Context: an optimization exercise on an open-source flow, tuned for small area, a short achievable clock period and few clock cycles per item. The choices shown serve that exercise and are no tape-out recipe.
Function was not checked in any run shown here: the RTL went through the layout flow alone.
No activity file was given, so power comes from the tool's default toggle rates.

## flow/config.mk

```make
export PLATFORM = sky130hd
export DESIGN_NAME = burst_interval_monitor
export DESIGN_NICKNAME = burst_interval_monitor
export VERILOG_FILES = /design/flow/design.v
export SDC_FILE = /design/flow/constraint.sdc
export NUM_CORES = 4
export LEC_CHECK = 0
export ABC_AREA = 1
export CAP_MARGIN = 5
export CORE_MARGIN = 2
export CORE_UTILIZATION = 55
export GPL_ROUTABILITY_DRIVEN = 0
export SETUP_SLACK_MARGIN = 0.3
export SLEW_MARGIN = 5
```

## flow/constraint.sdc

```tcl
create_clock -name core_clock -period 6.0 [get_ports {clock}]
set_input_delay 1.2000 -clock core_clock [delete_from_list [all_inputs] [get_ports {clock}]]
set_output_delay 1.2000 -clock core_clock [all_outputs]
set_load 0.01 [all_outputs]
```

## flow/design.v

```verilog
`default_nettype none
package bim_pkg;
   localparam int TS_W        = 48;
   localparam int CFG_W       = 32;
   localparam int FC_W        = 8;
   localparam int IVL_W       = 32;
   localparam int OFS_W       = 33;
   localparam int CNT_OUT_W   = 4;
   localparam int KIND_W      = 2;
   localparam int CSR_IDX_W   = 1;
   localparam int REQ_DATA_W  = 56;
   localparam int REQ_USER_W  = 2;
   localparam int RSP_DATA_W  = 152;
   localparam int RSP_USER_W  = 2;
   localparam int RING_DEPTH  = 10;
   localparam int SUM_W       = 36;
   localparam logic [3:0] SUBTYPE_ACTION = 4'hD;
   localparam logic [CFG_W-1:0] EXPECTED_INTERVAL_RESET = 32'd1000000;
   localparam logic [CFG_W-1:0] BURST_TIMEOUT_RESET     = 32'd200000;
   localparam logic [CSR_IDX_W-1:0] CSR_EXPECTED_INTERVAL = 1'b0;
   localparam logic [CSR_IDX_W-1:0] CSR_BURST_TIMEOUT     = 1'b1;
endpackage
`default_nettype wire
`default_nettype none
module bim_div #(
   parameter int B1 = 5,
   parameter int B  = 9
) (
   input  wire logic        clock,
   input  wire logic        reset,
   input  wire logic        load,
   input  wire logic        consume,
   input  wire logic [35:0] dividend,
   input  wire logic [3:0]  divisor,
   output logic             busy,
   output logic             done,
   output logic [31:0]      quotient
);
   localparam int ITER   = (32 - B1) / B;
   localparam int STEP_W = (ITER > 1) ? $clog2(ITER) : 1;
   function automatic logic [9:0] bit_step(input logic [4:0] ms, input logic [8:0] r,
                                           input logic b);
      logic [8:0] rn;
      logic       rm, qb;
      rn = '0;
      qb = 1'b0;
      for (int j = 0; j < 9; j++) begin
         rm = 1'b0;
         for (int mi = 0; mi < 5; mi++) begin
            if (j < 2*mi + 1) rm = rm | (ms[mi] & r[(j + 2*mi + 1) >> 1]);
         end
         rn[j] = (b == 1'(j & 1)) ? r[j >> 1] : rm;
         for (int mi = 0; mi < 5; mi++) begin
            if (j >= 2*mi + 1) rn[j] = rn[j] & !ms[mi];
         end
      end
      for (int mi = 0; mi < 5; mi++) begin
         for (int i = 0; i < 2*mi + 1; i++) begin
            if (2*i + 32'(b) >= 2*mi + 1) qb = qb | (ms[mi] & r[i]);
         end
      end
      bit_step = {qb, rn};
   endfunction
   logic [31:0]       quo_ff, quo_nx, quo_ld;
   logic [8:0]        rem_ff, rem_nx, rem_ld;
   logic [4:0]        ms_ff, ms_in;
   logic [1:0]        sh_in;
   logic [STEP_W-1:0] step_ff;
   logic              busy_ff, done_ff;
   always_comb begin
      case (divisor)
         4'd2:    begin sh_in = 2'd1; ms_in = 5'b00001; end
         4'd3:    begin sh_in = 2'd0; ms_in = 5'b00010; end
         4'd4:    begin sh_in = 2'd2; ms_in = 5'b00001; end
         4'd5:    begin sh_in = 2'd0; ms_in = 5'b00100; end
         4'd6:    begin sh_in = 2'd1; ms_in = 5'b00010; end
         4'd7:    begin sh_in = 2'd0; ms_in = 5'b01000; end
         4'd8:    begin sh_in = 2'd3; ms_in = 5'b00001; end
         4'd9:    begin sh_in = 2'd0; ms_in = 5'b10000; end
         4'd10:   begin sh_in = 2'd1; ms_in = 5'b00100; end
         default: begin sh_in = 2'd0; ms_in = 5'b00001; end
      endcase
   end
   logic [35:0] sh_sum;
   logic [9:0]  st_ld, st_nx;
   always_comb begin
      sh_sum = dividend >> sh_in;
      rem_ld = '0;
      for (int i = 0; i < 9; i++) rem_ld[i] = (sh_sum[35:32] == 4'(i));
      quo_ld = sh_sum[31:0];
      for (int k = 0; k < B1; k++) begin
         st_ld     = bit_step(ms_in, rem_ld, quo_ld[31]);
         quo_ld = {quo_ld[30:0], st_ld[9]};
         rem_ld = st_ld[8:0];
      end
   end
   always_comb begin
      rem_nx = rem_ff;
      quo_nx = quo_ff;
      for (int k = 0; k < B; k++) begin
         st_nx     = bit_step(ms_ff, rem_nx, quo_nx[31]);
         quo_nx = {quo_nx[30:0], st_nx[9]};
         rem_nx = st_nx[8:0];
      end
   end
   always_ff @(posedge clock) begin
      if (reset) begin
         busy_ff <= 1'b0;
         done_ff <= 1'b0;
         step_ff <= '0;
      end else if (load) begin
         busy_ff <= 1'b1;
         done_ff <= 1'b0;
         step_ff <= '0;
      end else if (busy_ff) begin
         step_ff <= step_ff + 1'b1;
         if (step_ff == STEP_W'(ITER - 1)) begin
            busy_ff <= 1'b0;
            done_ff <= 1'b1;
         end
      end else if (consume) begin
         done_ff <= 1'b0;
      end
   end
   always_ff @(posedge clock) begin
      if (load) begin
         quo_ff  <= quo_ld;
         rem_ff  <= rem_ld;
         ms_ff   <= ms_in;
      end else if (busy_ff) begin
         quo_ff <= quo_nx;
         rem_ff <= rem_nx;
      end
   end
   assign busy     = busy_ff;
   assign done     = done_ff;
   assign quotient = quo_ff;
endmodule
`default_nettype wire
`default_nettype none
module bim_add #(
   parameter int W = 32
) (
   input  wire logic [W-1:0] a,
   input  wire logic [W-1:0] b,
   input  wire logic         ci,
   output logic [W-1:0]      s,
   output logic              co
);
   localparam int N = W + 1;
   localparam int L = $clog2(N);
   logic [N-1:0] g0, p0, g, p;
   always_comb begin
      g0[0] = ci;
      p0[0] = 1'b0;
      for (int i = 0; i < W; i++) begin
         g0[i+1] = a[i] & b[i];
         p0[i+1] = a[i] ^ b[i];
      end
      g = g0;
      p = p0;
      for (int l = 0; l < L; l++) begin
         for (int i = 0; i < N; i++) begin
            if ((i % (2 << l)) == (2 << l) - 1 && i - (1 << l) >= 0) begin
               g[i] = g[i] | (p[i] & g[i - (1 << l)]);
               p[i] = p[i] & p[i - (1 << l)];
            end
         end
      end
      for (int l = L - 2; l >= 0; l--) begin
         for (int i = 0; i < N; i++) begin
            if (i >= (2 << l) && ((i + 1) % (2 << l)) == (1 << l)) begin
               g[i] = g[i] | (p[i] & g[i - (1 << l)]);
               p[i] = p[i] & p[i - (1 << l)];
            end
         end
      end
      for (int i = 0; i < W; i++) s[i] = p0[i+1] ^ g[i];
      co = g[W];
   end
endmodule
`default_nettype wire
`default_nettype none
import bim_pkg::*;
module burst_interval_monitor (
   input  wire logic                             clock,
   input  wire logic                             reset,
   input  wire logic                             req_tvalid,
   output logic                                  req_tready,
   input  wire logic [bim_pkg::REQ_DATA_W-1:0]   req_tdata,
   input  wire logic [bim_pkg::REQ_USER_W-1:0]   req_tuser,
   output logic                                  rsp_tvalid,
   input  wire logic                             rsp_tready,
   output logic [bim_pkg::RSP_DATA_W-1:0]        rsp_tdata,
   output logic [bim_pkg::RSP_USER_W-1:0]        rsp_tuser,
   input  wire logic                             csr_we,
   input  wire logic [bim_pkg::CSR_IDX_W-1:0]    csr_index,
   input  wire logic [bim_pkg::CFG_W-1:0]        csr_wdata
);
   logic [CFG_W-1:0] expected_ff, timeout_ff;
   logic             r_valid, r_op, r_qual;
   logic [TS_W-1:0]  r_ts;
   assign r_valid = req_tvalid;
   assign r_op    = req_tuser[0];
   assign r_qual  = req_tuser[1] && (req_tdata[FC_W-1:FC_W-4] == SUBTYPE_ACTION);
   assign r_ts    = req_tdata[FC_W+TS_W-1:FC_W];
   logic             active_ff, has_prev_ff;
   logic [TS_W-1:0]  last_ff, prev_last_ff;
   logic [3:0]       n_ff;
   logic [IVL_W-1:0] ring [RING_DEPTH];
   logic [SUM_W-1:0] sum_ff;        
   logic             load_pend;     
   logic             new_sp, new_ep, new_k1;
   logic             old_sp, old_ep, old_k1;
   logic [3:0]       old_cnt;
   logic             div_load, div_busy, div_done, div_consume;
   logic [IVL_W-1:0] div_q;
   logic             old_busy, stall, go;
   logic             new_sp_t, new_ep_t, old_sp_t, old_ep_t;
   logic [TS_W-1:0]  elapsed;
   logic             hit, is_end, is_start, push;
   logic [IVL_W-1:0] ivl;
   assign old_busy   = old_sp | old_ep;
   assign stall      = r_valid & !r_op & r_qual & !active_ff & (old_sp_t | old_ep_t | load_pend);
   assign req_tready = !stall;
   assign go         = r_valid & !stall;
   logic             c1;            
   bim_add #(.W(TS_W)) u_elapsed (
      .a (r_ts), .b (~last_ff), .ci (1'b1), .s (elapsed), .co (c1)
   );
   assign ivl     = (|elapsed[TS_W-1:IVL_W]) ? '1 : elapsed[IVL_W-1:0];
   logic [TS_W-1:0]  tx, ty, tn, w_lo;
   logic             w48, w49;
   assign tn = {{(TS_W - CFG_W){1'b1}}, ~timeout_ff};
   assign tx = r_ts ^ ~last_ff ^ tn;
   assign ty = (r_ts & ~last_ff) | (r_ts & tn) | (~last_ff & tn);
   bim_add #(.W(TS_W+1)) u_hit (
      .a ({1'b0, tx}), .b ({ty, 1'b1}), .ci (1'b1), .s ({w48, w_lo}), .co (w49)
   );
   assign hit = c1 ? w49 : (w49 | w48);
   assign is_end   = go & r_op & active_ff & hit;
   assign is_start = go & !r_op & r_qual & !active_ff;
   assign push     = is_start & has_prev_ff;
   logic             h_old, h_sp, h_k1, h_ivl, take;
   logic [IVL_W-1:0] h_interval;
   assign h_old = old_busy;
   assign h_sp  = h_old ? old_sp : new_sp;
   assign h_k1  = h_old ? old_k1 : new_k1;
   assign h_ivl = h_sp & h_k1;
   assign rsp_tvalid  = h_sp ? (!h_k1 | div_done) : (h_old ? old_ep : new_ep);
   assign take        = rsp_tvalid & rsp_tready;
   assign div_consume = take & h_ivl;
   assign h_interval = h_ivl ? (h_old ? ring[1] : ring[0]) : '0;
   logic [OFS_W-1:0] h_avg, h_inst;
   bim_add #(.W(OFS_W)) u_avg (
      .a ({1'b0, div_q}), .b (~{1'b0, expected_ff}), .ci (1'b1), .s (h_avg), .co ()
   );
   bim_add #(.W(OFS_W)) u_inst (
      .a ({1'b0, h_interval}), .b (~{1'b0, expected_ff}), .ci (1'b1), .s (h_inst), .co ()
   );
   assign rsp_tuser = h_sp ? {1'b0, h_k1} : 2'd2;
   assign rsp_tdata = {2'b00,
                       h_old ? old_cnt : n_ff,
                       h_ivl ? h_avg  : '0,
                       h_ivl ? h_inst : '0,
                       h_interval,
                       h_old ? prev_last_ff : last_ff};
   assign old_sp_t = old_sp & !(take & h_old & old_sp);
   assign old_ep_t = old_ep & !(take & h_old & !old_sp);
   assign new_sp_t = new_sp & !(take & !h_old & new_sp);
   assign new_ep_t = new_ep & !(take & !h_old & !new_sp);
   always_ff @(posedge clock) begin
      if (reset) begin
         expected_ff <= EXPECTED_INTERVAL_RESET;
         timeout_ff  <= BURST_TIMEOUT_RESET;
      end else if (csr_we) begin
         if (csr_index == CSR_EXPECTED_INTERVAL) expected_ff <= csr_wdata;
         else                                    timeout_ff  <= csr_wdata;
      end
   end
   always_ff @(posedge clock) begin
      if (reset) begin
         active_ff   <= 1'b0;
         has_prev_ff <= 1'b0;
         n_ff        <= '0;
         load_pend   <= 1'b0;
         new_sp      <= 1'b0;
         new_ep      <= 1'b0;
         new_k1      <= 1'b0;
         old_sp      <= 1'b0;
         old_ep      <= 1'b0;
         old_k1      <= 1'b0;
      end else begin
         if (div_load) load_pend <= 1'b0;
         if (push)     load_pend <= 1'b1;
         old_sp <= old_sp_t;
         old_ep <= old_ep_t;
         new_sp <= new_sp_t;
         new_ep <= new_ep_t;
         if (is_end) begin
            active_ff <= 1'b0;
            new_ep    <= 1'b1;
         end
         if (is_start) begin
            active_ff   <= 1'b1;
            has_prev_ff <= 1'b1;
            last_ff     <= r_ts;
            old_sp      <= new_sp_t;
            old_ep      <= new_ep_t;
            old_k1      <= new_k1;
            new_sp      <= 1'b1;
            new_ep      <= 1'b0;
            new_k1      <= has_prev_ff;
         end
         if (push) begin
            n_ff <= (n_ff == 4'(RING_DEPTH)) ? n_ff : n_ff + 1'b1;
         end
      end
   end
   always_ff @(posedge clock) begin
      if (is_start) begin
         prev_last_ff <= last_ff;
         old_cnt      <= n_ff;
      end
   end
   always_ff @(posedge clock) begin
      if (push) begin
         ring[0] <= ivl;
         for (int i = 1; i < RING_DEPTH; i++) ring[i] <= ring[i-1];
      end
   end
   logic [SUM_W-1:0] sum;
   bim_add #(.W(SUM_W)) u_sum (
      .a (sum_ff), .b ({{(SUM_W - IVL_W){1'b0}}, ring[0]}), .ci (1'b0), .s (sum), .co ()
   );
   assign div_load = load_pend & !div_busy & (!div_done | div_consume);
   always_ff @(posedge clock) begin
      if (reset) begin
         sum_ff <= '0;
      end else if (div_load) begin
         sum_ff <= sum;
      end else if (push && n_ff == 4'(RING_DEPTH)) begin
         sum_ff <= sum_ff - {{(SUM_W - IVL_W){1'b0}}, ring[RING_DEPTH-1]};
      end
   end
   bim_div u_div (
      .clock    (clock),
      .reset    (reset),
      .load     (div_load),
      .consume  (div_consume),
      .dividend (sum),
      .divisor  (n_ff),
      .busy     (div_busy),
      .done     (div_done),
      .quotient (div_q)
   );
endmodule
`default_nettype wire
```

## flow/run.sh

```bash
#!/bin/bash
# synth_recipe.tcl (not shown) runs the flow's synth.tcl, then flattens the netlist and writes it again
# the make line also repeats each setting of config.mk as NAME=value (left out here)
make -C /OpenROAD-flow-scripts/flow DESIGN_CONFIG=/design/flow/config.mk WORK_HOME=/design/flow/orfs CLKGATE_MAP_FILE= SYNTH_SCRIPT=/design/flow/synth_recipe.tcl finish
```

==> key figures, run 1 <==
Run status
  – Status: finished with violations
  – SO Viols: negative setup slack

Detailed routing
  – Top routing layer in use: met4
  – Met3 wire len: 8.61 mm
  – WL met2: 45.5 mm
  – Drt pass-1 iters: 8
  – 1st-iter DRT viols: 2944
  – DR WL/cell: 20.3 um
  – Vias/cell: 5.69
  – Final Routed Wirelength: 103 mm
  – Vias: 28900
  – DRC: 0
  – DRT antenna net count: 0
  – Metal-1 WL: 45.3 mm

Logic synthesis
  – Cell count after synthesis: 3778
  – Post-synthesis cell area: 35000 sq um
  – Primary FF master, synth: edfxtp_1
  – FF+latch count, synth: 590
  – Post-synth EDFFs: 466
  – Post-synthesis sequential area ratio: 47.1%
  – Yosys warns: 7
  – Syn Area/Cell: 9.26 sq um
  – Number of distinct library cells after synthesis: 62
  – FFs w/ async S/R, synth: 0%

Timing
  – Worst hold slack: 0.408 ns
  – Final Max Slew Viols: 0
  – Final Skew: 0.0226 ns
  – Fmax: 0.158 GHz
  – Worst slew margin: 26.9%
  – Final setup margin: -0.311 ns
  – Unrepaired setup endpoints after global routing: yes
  – # setup viols final: 12
  – Period utilisation layout: 105%
  – Final hold violations: 0
  – Slew @ Worst Pin: 1.10 ns
  – Final period demand of the worst path: 6.31 ns

Setup path
  – Crit path max fanout: 5
  – Delay-heaviest family, CP: compound AO/OA/AOI/OAI gates
  – R2r setup slk: 0.62 ns
  – Slowest stage cell on the critical path: fa_1
  – Most used cell, CP: nor2_2
  – WP data arrival: 5.11 ns
  – Crit-path max cell delay: 0.46 ns
  – Worst R2R Path Depth: 30
  – CP Class: reg2out
  – CP Data Required Time: 4.80 ns
  – CP endpoint kind: output pin
  – CP Buf/Inv Count: 4
  – Nature of the critical path startpoint: flip-flop
  – Reg-to-reg critical path startpoint: ring[0][6]
  – R2R Path End: u_div.quo_ff[0]

CTS
  – CTS buffer count: 68
  – Worst-skew pair later-pin latency: 0.63 ns
  – Clock Sinks: 590
  – H-tree Lvls: 3
  – CTS root buf: clkbuf_16
  – Clk buf depth: 3
  – CTS clk-pin slew, worst paths: 0.06 ns
  – CTS tree: yes
  – Hold Buf Count CTS: 0

Die
  – Initial Util: 55.6%
  – Ports: 252
  – # rows: 92
  – Die Ht: 256 um
  – Core area: 63000 sq um
  – Die ar.: 65700 sq um
  – Chip width: 256 um

Cells and area
  – Commonest cells after routing, fill and taps aside: nand2_1, inv_1, edfxtp_1
  – Antenna diode count: 0
  – Final non-filler cell total: 5082
  – # fillers: 4930
  – Commonest non-fill, non-tap cell in the layout: nand2_1
  – Syn-to-layout area delta: 21.8%
  – Layout Nets: 4626
  – Share of cells above drive strength 1: 14.5%

GRT
  – Vias in the first global route: 28300
  – Largest net degree at the start of global routing: 190
  – Initial antenna violation count: 0
  – Overall Global Routing Usage: 30.9%
  – Gr ovfl total: 0
  – First-pass GRT wire length: 159 mm

Power
  – Leak Pwr: 18.3 nW
  – Power density over the cells: 213 nW/um^2
  – Peak supply drop: 0.225 mV

Placement
  – DP HPWL: 75.4 mm
  – IO Port Bufs: 245
  – Placed cells: 4897

Job
  – Max-Cap Viols: 0

Worst hold path
  – WHS Path Cells: 0
  – Worst hold path class: reg2reg
  – Worst hold path startpoint: ring[8][25]
  – Hold-critical path endpoint: ring[9][25]
==> cell type report <==
class | count | area (sq um) | area share [%]
inverter | 538 | 2050 | 4.80
tap | 846 | 1060 | 2.48
multi-input combinational | 2524 | 16700 | 39.3
clock buffer | 94 | 1850 | 4.34
timing repair buffer | 458 | 4150 | 9.73
sequential | 590 | 16500 | 38.7
clock inverter | 32 | 285 | 0.670
==> registers in the layout (all words and copies together) (netlist names), 2 cells and up <==
register       count
expected_ff       32
last_ff           48
n_ff               4
old_cnt            4
prev_last_ff      48
ring             320
sum_ff            36
timeout_ff        32
u_div.ms_ff        5
u_div.ms_in        5
u_div.quo_ff      32
u_div.rem_ff       9
u_div.sh_in        2
u_div.step_ff      2
==> layer usage <==
| metal | vias up | track usage [%] |
|---|---|---|
| met1 | 13800 | 45.1 |
| met5 | - | 0 |
| met2 | 1277 | 46.7 |
| li1 | 13600 | - |
| met3 | 217 | 4.96 |
| met4 | 0 | 11.2 |
==> worst max path at each step <==
stage                       start  slack [ns]        endpoint  cells after the start
finish                     old_sp       -0.31  rsp_tdata[111]                     28
global route               old_sp       -0.56  rsp_tdata[111]                     29
CTS                        old_sp       -0.46  rsp_tdata[111]                     29
detailed placement  req_tdata[10]       -0.60      ring[0][3]                     33
global placement    req_tdata[10]       -0.45      ring[0][6]                     33
floorplan            req_tuser[0]       -2.43  u_div.ms_in[0]                     13
==> what timing repair did <==
action / CTS / global route
resized for setup: 173 / 127
setup endpoints to repair: 69 / 82
pin swaps: 57 / 79
setup buffers: 33 / 23
cloned: 0 / 3
==> per-stage QoR <==
step	area, sq um	power, mW	setup slack [ns]	util [%]	setup TNS, ns
6_report	42600	9.07	-0.311	67.7	-1.87
3_3_place_gp	39300	5.04	-0.448	62.4	-15.45
2_1_floorplan	35100	4.81	-2.43	-	-360.90
4_1_cts	42000	9.10	-0.465	66.7	-3.73
3_5_place_dp	39300	5.06	-0.602	62.4	-20.50
5_1_grt	42600	9.37	-0.555	67.7	-5.39
==> power breakdown <==
part / switching, mW / internal (mW)
clock: 1.74 / 2.27
combinational: 0.353 / 0.295
sequential: 0.0173 / 4.39
==> cell families after synthesis <==
kind of cell | count (synthesis) | synth area share, %
adders and majority gates | 350 | 14.7
other | 1 | 0.0107
DFF | 590 | 47.1
and+or+nand+nor | 1406 | 17.7
AOI/OAI and AO/OA | 696 | 11.4
xor gates and xnor gates | 70 | 1.75
buffers and inverters | 665 | 7.31
==> Yosys cell counts (all sizes together), types with 3 or more instances <==
library cell,n,area share [%]
o21ai,299,4.3
o22ai,7,0.13
o21bai,9,0.19
inv,525,5.6
a21o,20,0.43
a221o,4,0.11
nor4,9,0.16
a31o,5,0.13
a221oi,9,0.23
buf,37,0.57
a21boi,9,0.20
a211oi,8,0.17
and3,3,0.054
o31ai,3,0.064
o21a,11,0.24
a31oi,37,0.66
dfxtp,124,7.1
fa,104,6.0
clkinv,13,0.14
nand4,81,1.5
xor2,54,1.4
ha,246,8.8
xnor2,16,0.40
or2,18,0.32
nor3,27,0.41
edfxtp,466,40
o211ai,35,0.75
a21oi,219,3.3
nand3,238,3.7
nand2,745,8.2
o221ai,5,0.13
o211a,3,0.086
o311ai,3,0.075
nor2,282,3.2
clkbuf,90,0.97
==> run 2: changes to the inputs <==
--- a/flow/design.v
+++ b/flow/design.v
@@ -82,26 +82,27 @@
       endcase
    end
    logic [35:0] sh_sum;
-   logic [9:0]  st_ld, st_nx;
+   logic [8:0]  blk_r;
+   logic [31:0] blk_q;
+   logic [4:0]  blk_ms;
+   logic [9:0]  st;
+   logic [8:0]  r_at [B+1];
+   logic [B-1:0] qb;
    always_comb begin
       sh_sum = dividend >> sh_in;
-      rem_ld = '0;
       for (int i = 0; i < 9; i++) rem_ld[i] = (sh_sum[35:32] == 4'(i));
-      quo_ld = sh_sum[31:0];
-      for (int k = 0; k < B1; k++) begin
-         st_ld     = bit_step(ms_in, rem_ld, quo_ld[31]);
-         quo_ld = {quo_ld[30:0], st_ld[9]};
-         rem_ld = st_ld[8:0];
-      end
-   end
-   always_comb begin
-      rem_nx = rem_ff;
-      quo_nx = quo_ff;
+      blk_ms = load ? ms_in  : ms_ff;
+      blk_r  = load ? rem_ld : rem_ff;
+      blk_q  = load ? sh_sum[31:0] : quo_ff;
+      r_at[0] = blk_r;
       for (int k = 0; k < B; k++) begin
-         st_nx     = bit_step(ms_ff, rem_nx, quo_nx[31]);
-         quo_nx = {quo_nx[30:0], st_nx[9]};
-         rem_nx = st_nx[8:0];
+         st          = bit_step(blk_ms, r_at[k], blk_q[31-k]);
+         qb[B-1-k]   = st[9];
+         r_at[k+1]   = st[8:0];
       end
+      quo_ld = {sh_sum[31-B1:0], qb[B-1 -: B1]};
+      quo_nx = {quo_ff[31-B:0], qb};
+      rem_nx = r_at[B];
    end
    always_ff @(posedge clock) begin
       if (reset) begin
@@ -125,7 +126,7 @@
    always_ff @(posedge clock) begin
       if (load) begin
          quo_ff  <= quo_ld;
-         rem_ff  <= rem_ld;
+         rem_ff  <= r_at[B1];
          ms_ff   <= ms_in;
       end else if (busy_ff) begin
          quo_ff <= quo_nx;
==> run 2 against run 1 <==
  * Still fails the layout checks on negative setup slack
  * Highest routed layer unchanged
  * Register-to-register slack got worse by 1.2 ns
  * Critical path depth increased by 3
  * Largest cell class unchanged
  * Wire length increased by 4.5%
  * Maximum frequency decreased by 4.8%
  * Count of clock-buffer cells in the layout decreased by 4
  * Combinational power increased by 120%
  * Hold slack got worse by 0.0017 ns
==> key figures, run 2 <==
Placement
  – Placed cells: 4839 (was 4897)
  – IO Port Bufs: 245 (unchanged)
  – Placed cell area: 39800 sq um (was 39300 sq um)
  – DP HPWL: 75.1 mm (was 75.4 mm)

Cells and area
  – Biggest regs: ring x320, last_ff x48, prev_last_ff x48 (unchanged)
  – # fillers: 4118 (was 4930)
  – Commonest non-fill, non-tap cell in the layout: nand2_1 (unchanged)
  – Largest register by flop count: ring (unchanged)
  – Layout Nets: 4768 (was 4626)
  – Syn-to-layout area delta: 36.2% (was 21.8%)
  – Share of cells above drive strength 1: 28.2% (was 14.5%)
  – Final non-filler cell total: 5160 (was 5082)
  – Largest register FFs: 320 (unchanged)
  – Post-route cell area: 45900 sq um (was 42600 sq um)
  – Commonest cells after routing, fill and taps aside: nand2_1, buf_4, inv_1 (was nand2_1, inv_1, edfxtp_1)

GRT
  – Largest net degree at the start of global routing: 146 (was 190)
  – Overall Global Routing Usage: 33.0% (was 30.9%)
  – Vias in the first global route: 29400 (was 28300)
  – Gr ovfl total: 0 (unchanged)
  – Initial antenna violation count: 3 (was 0)
  – First-pass GRT wire length: 161 mm (was 159 mm)

Detailed routing
  – Vias/cell: 5.73 (was 5.69)
  – Vias: 29600 (was 28900)
  – DR WL/cell: 20.9 um (was 20.3 um)
  – DRT antenna net count: 0 (unchanged)
  – 1st-iter DRT viols: 2666 (was 2944)
  – Final Routed Wirelength: 108 mm (was 103 mm)
  – Drt pass-1 iters: 8 (unchanged)
  – DRC: 0 (unchanged)

Timing
  – Fmax: 0.151 GHz (was 0.158 GHz)
  – Final hold violations: 0 (unchanged)
  – Final Skew: 0.0237 ns (was 0.0226 ns)
  – Period utilisation layout: 111% (was 105%)
  – Unrepaired setup endpoints after global routing: yes (unchanged)
  – Final period demand of the worst path: 6.63 ns (was 6.31 ns)
  – Final Max Slew Viols: 0 (unchanged)
  – Setup_tns: -13.79 ns (was -1.87 ns)
  – Worst hold slack: 0.407 ns (was 0.408 ns)
  – # setup viols final: 62 (was 12)
  – Worst slew margin: 25.7% (was 26.9%)
  – Final setup margin: -0.632 ns (was -0.311 ns)
  – Slew @ Worst Pin: 1.11 ns (was 1.10 ns)

Power
  – Peak supply drop: 0.198 mV (was 0.225 mV)
  – Power density over the cells: 215 nW/um^2 (was 213 nW/um^2)
  – Leak Pwr: 19.9 nW (was 18.3 nW)
  – Final Power: 9.84 mW (was 9.07 mW)

Setup path
  – Crit path max fanout: 5 (unchanged)
  – CP Buf/Inv Count: 5 (was 4)
  – Delay-heaviest family, CP: compound AO/OA/AOI/OAI gates (unchanged)
  – Crit-path max cell delay: 0.45 ns (was 0.46 ns)
  – WP data arrival: 5.43 ns (was 5.11 ns)
  – CP Class: reg2out (unchanged)
  – Slowest stage cell on the critical path: fa_2 (was fa_1)
  – CP endpoint kind: output pin (unchanged)
  – CP Data Required Time: 4.80 ns (about the same)
  – Nature of the critical path startpoint: flip-flop (unchanged)
  – Most used cell, CP: nor2_2 (unchanged)

Die
  – Die Ht: 251 um (was 256 um)
  – Chip width: 251 um (was 256 um)
  – Ports: 252 (unchanged)
  – Core area: 60500 sq um (was 63000 sq um)
  – Initial Util: 55.7% (was 55.6%)
  – # rows: 90 (was 92)
  – Die ar.: 63200 sq um (was 65700 sq um)

Logic synthesis
  – Cell count after synthesis: 3541 (was 3778)
  – Post-synthesis sequential area ratio: 48.8% (was 47.1%)
  – Yosys top cell area share: 41.1% (was 40.0%)
  – FF+latch count, synth: 590 (unchanged)
  – Syn Area/Cell: 9.51 sq um (was 9.26 sq um)
  – Number of distinct library cells after synthesis: 67 (was 62)
  – Synth cell count leaders: nand2_1, inv_1, edfxtp_1 (unchanged)
  – Post-synth EDFFs: 461 (was 466)
  – FFs w/ async S/R, synth: 0% (unchanged)
  – Synth area leaders: edfxtp_1, ha_1, dfxtp_1 (was edfxtp_1, ha_1, nand2_1)
  – Area leader, netlist: edfxtp_1 (unchanged)
  – Yosys warns: 8 (was 7)
  – Primary FF master, synth: edfxtp_1 (unchanged)
  – Post-synthesis cell area: 33700 sq um (was 35000 sq um)
  – Most frequent cell after synthesis: nand2_1 (unchanged)

Job
  – Max-Cap Viols: 0 (unchanged)

Run status
  – Status: finished with violations (unchanged)
  – SO Viols: negative setup slack (unchanged)

CTS
  – Clock Sinks: 590 (unchanged)
  – Hold Buf Count CTS: 0 (unchanged)
  – Worst-skew pair later-pin latency: 0.63 ns (about the same)
  – CTS clk-pin slew, worst paths: 0.06 ns (about the same)
  – CTS tree: yes (unchanged)
  – CTS buffer count: 66 (was 68)
  – H-tree Lvls: 3 (unchanged)
  – Clk buf depth: 3 (unchanged)
  – CTS root buf: clkbuf_16 (unchanged)

Worst hold path
  – Worst hold path class: reg2reg (unchanged)
==> run 2: cell types whose count changed after synthesis, sizes merged, moves of 6 or more <==
cell / previous run / this run
or2: 18 / 26
nor2: 282 / 245
nand4: 81 / 69
inv: 525 / 514
nand2: 745 / 665
nand3: 238 / 180
buf: 37 / 25
a21boi: 9 / 1
o22ai: 7 / 13
==> run 2: routing by layer <==
metal	global-route usage (%)	share of wire [%]
met5	0	0
met1	45.5	41
met2	51.4	45
met4	14.5	4.7
met3	6.02	8.9
==> run 2: worst paths after layout <==
| path | cells after the start | to | slack [ns] | from |
|---|---|---|---|---|
| setup / recovery | 31 | rsp_tdata[111] | -0.63 | old_sp |
| hold / removal | 0 | ring[4][31] | 0.41 | ring[3][31] |
| setup reg to reg | 46 | u_div.quo_ff[0] | -0.58 | ring[0][12] |
| hold reg to reg | 0 | ring[4][31] | 0.41 | ring[3][31] |
==> run 2: layout make-up <==
type / count / area [sq um] / share of cell area [%]
clock inverters: 31 / 310 / 0.677
inverters: 527 / 2020 / 4.41
multi-input cells: 2309 / 17200 / 37.5
diodes: 3 / 7.51 / 0.0164
repair buffers: 828 / 7070 / 15.4
flip-flops and latches: 590 / 16400 / 35.8
well taps: 782 / 978 / 2.13
clock buffers: 90 / 1820 / 3.98
==> run 2: stage by stage <==
stage          util (%)  setup WS (ns)
2_1_floorplan         -          -2.42
3_3_place_gp       65.8         -0.959
3_5_place_dp       65.8          -1.03
4_1_cts            73.6         -0.829
5_1_grt            75.8         -0.874
6_report           75.8         -0.632
==> run 2: repair_timing <==
item	CTS	global route
endpoints found under the setup margin	88	97
resized for setup	504	269
hold endpoints to repair	0	0
buffers inserted	150	44
gates cloned	2	1
pin swaps	156	160
==> run 2: cells by family (layout without fill, tap and decap cells) <==
logic type	after synthesis	count (layout)	synth area share (%)
simple gates	1219	1219	15.6
flops	590	590	48.8
other cells	1	5	0.0111
xor+xnor	62	62	1.61
mux	2	2	0.0595
buf+inv	643	1476	7.28
fa+ha+maj	350	350	15.3
compound gates	674	674	11.3
==> run 2: power breakdown <==
part	switching, mW	internal, mW	total (mW)
registers	0.0182	4.39	4.41
clock network	1.72	2.30	4.02
logic	0.798	0.606	1.40

-- what the ideal ports hide --
No port has a modelled driver above. Below, the same layouts with a new extraction and two added sets of constraints.
Step 1 sets driving cells, clkbuf_16 on the clock port and buf_2 on the other inputs (assumed; they add their load-dependent delay and slew).
Step 2 also shifts input and output timing later by t, the mid clock arrival at the registers, as if the neighbouring blocks saw the same clock.
Three values: ideal, step 1, step 2; two values: the first two.
| run | t, ns | slack for setup (ns) | worst setup path after step 2 | clock arrival spread, ns |
|---|---|---|---|---|
| run 1 | 0.681 | -0.311 / -0.378 / -0.028 | input to register | 0.024 / 0.024 |
| run 2 | 0.690 | -0.632 / -0.700 / -0.862 | input to register | 0.028 / 0.028 |
The setup slack of run 2, which loses most, moves by -0.068 ns with the drivers and by -0.230 ns with both steps.
